Context: an optimization exercise on an open-source flow, tuned for small area and a short achievable clock period. The choices shown serve that exercise and are no tape-out recipe. The RTL was checked by simulation tests, not by an equivalence proof against the original design. Power and IR drop assume default switching activity.

==> flow/design.v <==
module trace_capture_buf #(
  parameter  int DATA_W = 32,
  parameter  int DEPTH  = 64,
  localparam int ADDR_W = $clog2(DEPTH)
) (
  input  logic              clk,
  input  logic              rst,
  input  logic              arm,
  input  logic [ADDR_W:0]   post_cnt,
  input  logic              sample_en,
  input  logic [DATA_W-1:0] sample_data,
  input  logic              trig,
  output logic [1:0]        state,
  output logic [ADDR_W:0]   count,
  output logic              wrapped,
  output logic              rd_valid,
  output logic [DATA_W-1:0] rd_data,
  output logic              rd_last,
  input  logic              rd_ready
);
  localparam logic [1:0] S_IDLE = 2'd0;
  localparam logic [1:0] S_PRE  = 2'd1;
  localparam logic [1:0] S_POST = 2'd2;
  localparam logic [1:0] S_DUMP = 2'd3;
  localparam logic [ADDR_W:0] DEPTH_C = (ADDR_W+1)'(DEPTH);
  localparam logic [ADDR_W:0] ONE_C   = (ADDR_W+1)'(1);
  localparam int LO_B = 3;
  localparam int LO_W = 1 << LO_B;       
  localparam int HI_W = DEPTH / LO_W;    
  logic [1:0]          state_q;
  logic [ADDR_W:0]     count_q;
  logic                wrapped_q;
  logic [ADDR_W:0]     win_q;       
  logic [LO_W-1:0]     rlo_q;       
  logic [HI_W-1:0]     rhi_q;       
  logic                rd_valid_q;
  logic [DATA_W-1:0]   rd_data_q;
  logic                rd_last_q;
  logic [DATA_W-1:0]   mem_q [DEPTH];
  wire capt  = (state_q == S_PRE) || (state_q == S_POST);
  wire smp   = capt && sample_en;
  wire full  = (count_q == DEPTH_C);
  wire win1  = (win_q == ONE_C);
  wire trg   = (state_q == S_PRE) ? trig : 1'b1;    
  wire dump  = (state_q == S_DUMP);
  wire more  = !(rd_valid_q && rd_last_q);
  wire adv   = dump && (!rd_valid_q || rd_ready);
  wire ld    = adv && more;
  wire enter = smp && trg && win1;
  wire [ADDR_W:0] post_clamp = (post_cnt == '0)     ? ONE_C :
                               (post_cnt > DEPTH_C) ? DEPTH_C : post_cnt;
  wire [ADDR_W-1:0] first = full ? ADDR_W'(DEPTH - 1) : count_q[ADDR_W-1:0];
  logic [DATA_W-1:0] grp [HI_W];
  logic [DATA_W-1:0] rd_mux;
  always_comb begin
    for (int g = 0; g < HI_W; g++) begin
      grp[g] = '0;
      for (int j = 0; j < LO_W; j++)
        grp[g] = grp[g] | (mem_q[g*LO_W+j] & {DATA_W{rlo_q[j]}});
    end
    rd_mux = rd_data_q & {DATA_W{!ld}};
    for (int g = 0; g < HI_W; g++)
      rd_mux = rd_mux | (grp[g] & {DATA_W{rhi_q[g] && ld}});
  end
  wire idle   = (state_q == S_IDLE);
  wire pre    = (state_q == S_PRE);
  wire post   = (state_q == S_POST);
  wire start  = idle && arm;
  wire fin    = adv && !more;
  wire go_dmp = smp && trg && win1;
  wire at_row0  = rlo_q[0] && rhi_q[0];
  wire at_rowN  = rlo_q[LO_W-1] && rhi_q[HI_W-1];
  wire hi_step  = ld && rlo_q[0];
  wire [1:0] state_d;
  assign state_d[0] = start || (pre && !(sample_en && trig && !win1)) ||
                      (post && sample_en && win1) || (dump && !fin);
  assign state_d[1] = (pre && sample_en && trig) || post || (dump && !fin);
  logic [LO_W-1:0] rlo_d;
  logic [HI_W-1:0] rhi_d;
  wire  [LO_W-1:0] rlo_init = LO_W'(1) << first[LO_B-1:0];
  wire  [HI_W-1:0] rhi_init = HI_W'(1) << first[ADDR_W-1:LO_B];
  always_comb begin
    for (int j = 0; j < LO_W; j++)
      rlo_d[j] = (enter && rlo_init[j]) || (ld && rlo_q[(j+1)%LO_W]) ||
                 (!ld && !enter && rlo_q[j]);
    for (int g = 0; g < HI_W; g++)
      rhi_d[g] = (enter && rhi_init[g]) || (hi_step && rhi_q[(g+1)%HI_W]) ||
                 (!hi_step && !enter && rhi_q[g]);
  end
  always_ff @(posedge clk) begin
    state_q    <= rst ? S_IDLE : state_d;
    count_q    <= (rst || start) ? '0 : count_q + (ADDR_W+1)'(smp && !full);
    wrapped_q  <= !rst && !start && (wrapped_q || (smp && full));
    rd_valid_q <= !rst && dump && (!rd_valid_q || !rd_ready || !rd_last_q);
    rd_last_q  <= ld ? at_row0 : at_rowN;
    rd_data_q  <= rd_mux;
    rlo_q      <= rlo_d;
    rhi_q      <= rhi_d;
  end
  always_ff @(posedge clk) begin
    if (start)
      win_q <= post_clamp;
    if (smp && trg)
      win_q <= win_q - ONE_C;
  end
  always_ff @(posedge clk) begin
    if (smp) begin
      mem_q[0] <= sample_data;
      for (int i = 1; i < DEPTH; i++)
        mem_q[i] <= mem_q[i-1];
    end
  end
  assign state    = state_q;
  assign count    = count_q;
  assign wrapped  = wrapped_q;
  assign rd_valid = rd_valid_q;
  assign rd_data  = rd_data_q;
  assign rd_last  = rd_last_q;
endmodule
Settings: LEC_CHECK=0, CAP_MARGIN=20, CORE_MARGIN=2, CORE_UTILIZATION=40, CTS_CLUSTER_DIAMETER=70, CTS_CLUSTER_SIZE=27, SETUP_SLACK_MARGIN=2.3, SLEW_MARGIN=20; clock period 4.5 ns.
run.sh (not shown) runs the stock make flow with config.mk's settings and CLKGATE_MAP_FILE= SYNTH_SCRIPT=/design/flow/synth_recipe.tcl, a recipe that flattens the netlist after the stock synthesis.
The first run ran to the end with no violations.
Edit:
--- a/flow/design.v
+++ b/flow/design.v
@@ -28,14 +28,14 @@
   localparam int LO_W = 1 << LO_B;       
   localparam int HI_W = DEPTH / LO_W;    
   logic [1:0]          state_q;
   logic [ADDR_W:0]     count_q;
   logic                wrapped_q;
   logic [ADDR_W:0]     win_q;       
-  logic [LO_W-1:0]     rlo_q;       
-  logic [HI_W-1:0]     rhi_q;       
+  localparam int NL   = 4;              
+  localparam int LW   = DATA_W / NL;
   logic                rd_valid_q;
   logic [DATA_W-1:0]   rd_data_q;
   logic                rd_last_q;
   logic [DATA_W-1:0]   mem_q [DEPTH];
   wire capt  = (state_q == S_PRE) || (state_q == S_POST);
   wire smp   = capt && sample_en;
@@ -47,58 +47,63 @@
   wire adv   = dump && (!rd_valid_q || rd_ready);
   wire ld    = adv && more;
   wire enter = smp && trg && win1;
   wire [ADDR_W:0] post_clamp = (post_cnt == '0)     ? ONE_C :
                                (post_cnt > DEPTH_C) ? DEPTH_C : post_cnt;
   wire [ADDR_W-1:0] first = full ? ADDR_W'(DEPTH - 1) : count_q[ADDR_W-1:0];
-  logic [DATA_W-1:0] grp [HI_W];
   logic [DATA_W-1:0] rd_mux;
-  always_comb begin
-    for (int g = 0; g < HI_W; g++) begin
-      grp[g] = '0;
+  logic              at_row0, at_rowN;
+  for (genvar l = 0; l < NL; l++) begin : g_lane
+    logic [LO_W-1:0] rlo_q, rlo_d;
+    logic [HI_W-1:0] rhi_q, rhi_d;
+    logic [LW-1:0]   mux;
+    wire             hi_step = ld && rlo_q[0];
+    always_comb begin : g_mux
+      logic [LW-1:0] grp, acc;
+      acc = rd_data_q[l*LW +: LW] & {LW{!ld}};
+      for (int g = 0; g < HI_W; g++) begin
+        grp = '0;
+        for (int j = 0; j < LO_W; j++)
+          grp = grp | (mem_q[g*LO_W+j][l*LW +: LW] & {LW{rlo_q[j]}});
+        acc = acc | (grp & {LW{rhi_q[g] && ld}});
+      end
+      mux = acc;
+    end
+    assign rd_mux[l*LW +: LW] = mux;
+    always_comb begin
       for (int j = 0; j < LO_W; j++)
-        grp[g] = grp[g] | (mem_q[g*LO_W+j] & {DATA_W{rlo_q[j]}});
+        rlo_d[j] = (enter && first[LO_B-1:0] == LO_B'(j)) ||
+                   (ld && rlo_q[(j+1)%LO_W]) || (!ld && !enter && rlo_q[j]);
+      for (int g = 0; g < HI_W; g++)
+        rhi_d[g] = (enter && first[ADDR_W-1:LO_B] == (ADDR_W-LO_B)'(g)) ||
+                   (hi_step && rhi_q[(g+1)%HI_W]) || (!hi_step && !enter && rhi_q[g]);
     end
-    rd_mux = rd_data_q & {DATA_W{!ld}};
-    for (int g = 0; g < HI_W; g++)
-      rd_mux = rd_mux | (grp[g] & {DATA_W{rhi_q[g] && ld}});
+    always_ff @(posedge clk) begin
+      rlo_q <= rlo_d;
+      rhi_q <= rhi_d;
+    end
   end
+  assign at_row0 = g_lane[0].rlo_q[0] && g_lane[0].rhi_q[0];
+  assign at_rowN = g_lane[0].rlo_q[LO_W-1] && g_lane[0].rhi_q[HI_W-1];
   wire idle   = (state_q == S_IDLE);
   wire pre    = (state_q == S_PRE);
   wire post   = (state_q == S_POST);
   wire start  = idle && arm;
   wire fin    = adv && !more;
   wire go_dmp = smp && trg && win1;
-  wire at_row0  = rlo_q[0] && rhi_q[0];
-  wire at_rowN  = rlo_q[LO_W-1] && rhi_q[HI_W-1];
-  wire hi_step  = ld && rlo_q[0];
   wire [1:0] state_d;
   assign state_d[0] = start || (pre && !(sample_en && trig && !win1)) ||
                       (post && sample_en && win1) || (dump && !fin);
   assign state_d[1] = (pre && sample_en && trig) || post || (dump && !fin);
-  logic [LO_W-1:0] rlo_d;
-  logic [HI_W-1:0] rhi_d;
-  wire  [LO_W-1:0] rlo_init = LO_W'(1) << first[LO_B-1:0];
-  wire  [HI_W-1:0] rhi_init = HI_W'(1) << first[ADDR_W-1:LO_B];
-  always_comb begin
-    for (int j = 0; j < LO_W; j++)
-      rlo_d[j] = (enter && rlo_init[j]) || (ld && rlo_q[(j+1)%LO_W]) ||
-                 (!ld && !enter && rlo_q[j]);
-    for (int g = 0; g < HI_W; g++)
-      rhi_d[g] = (enter && rhi_init[g]) || (hi_step && rhi_q[(g+1)%HI_W]) ||
-                 (!hi_step && !enter && rhi_q[g]);
-  end
   always_ff @(posedge clk) begin
     state_q    <= rst ? S_IDLE : state_d;
     count_q    <= (rst || start) ? '0 : count_q + (ADDR_W+1)'(smp && !full);
     wrapped_q  <= !rst && !start && (wrapped_q || (smp && full));
     rd_valid_q <= !rst && dump && (!rd_valid_q || !rd_ready || !rd_last_q);
     rd_last_q  <= ld ? at_row0 : at_rowN;
     rd_data_q  <= rd_mux;
-    rlo_q      <= rlo_d;
-    rhi_q      <= rhi_d;
   end
   always_ff @(posedge clk) begin
     if (start)
       win_q <= post_clamp;
     if (smp && trg)
       win_q <= win_q - ONE_C;
After rerunning: Wire length shrinks by 6.3%; total power falls by 9.2%; worst setup slack stays flat; die area went up by 1.8%; via count fell by 0.52%; design area goes up by 0.54%; count of clock-buffer cells in the layout falls by 1; hold slack gets worse by 0.0058 ns; area after synthesis rises by 1.8%; sequential share of layout area rises by 0.79 points.

## port drivers added, routing unchanged
The results above use ideal ports. As a check the final layouts listed here were re-extracted and re-timed, cells and wires unchanged.
Step 1 (the two cells are an assumption about what drives the block):
set clk [get_ports {clk}]
set_driving_cell -lib_cell sky130_fd_sc_hd__clkbuf_16 $clk
set_driving_cell -lib_cell sky130_fd_sc_hd__buf_2 [delete_from_list [all_inputs] $clk]
Step 2 adds t to the input delays and takes it off the output delays; t is the mean of the earliest and latest rising clock arrival at the registers after step 1. Input paths then give back, and output paths get back, about the clock's delay inside the block.
Three values: ideal, step 1, step 2; two values: the first two.
run | t (ns) | setup WS [ns] | clock arrival spread, ns | worst slew at a driven data input, ns
the first run | 0.847 | 2.248 / 2.180 / 1.531 | 0.056 / 0.057 | 0.05
the second run | 0.835 | 2.246 / 2.179 / 1.588 | 0.044 / 0.044 | 0.18
After both steps every run listed still meets setup and hold. The setup slack of the first run, which loses most, moves by -0.068 ns with the drivers and by -0.717 ns with both steps.
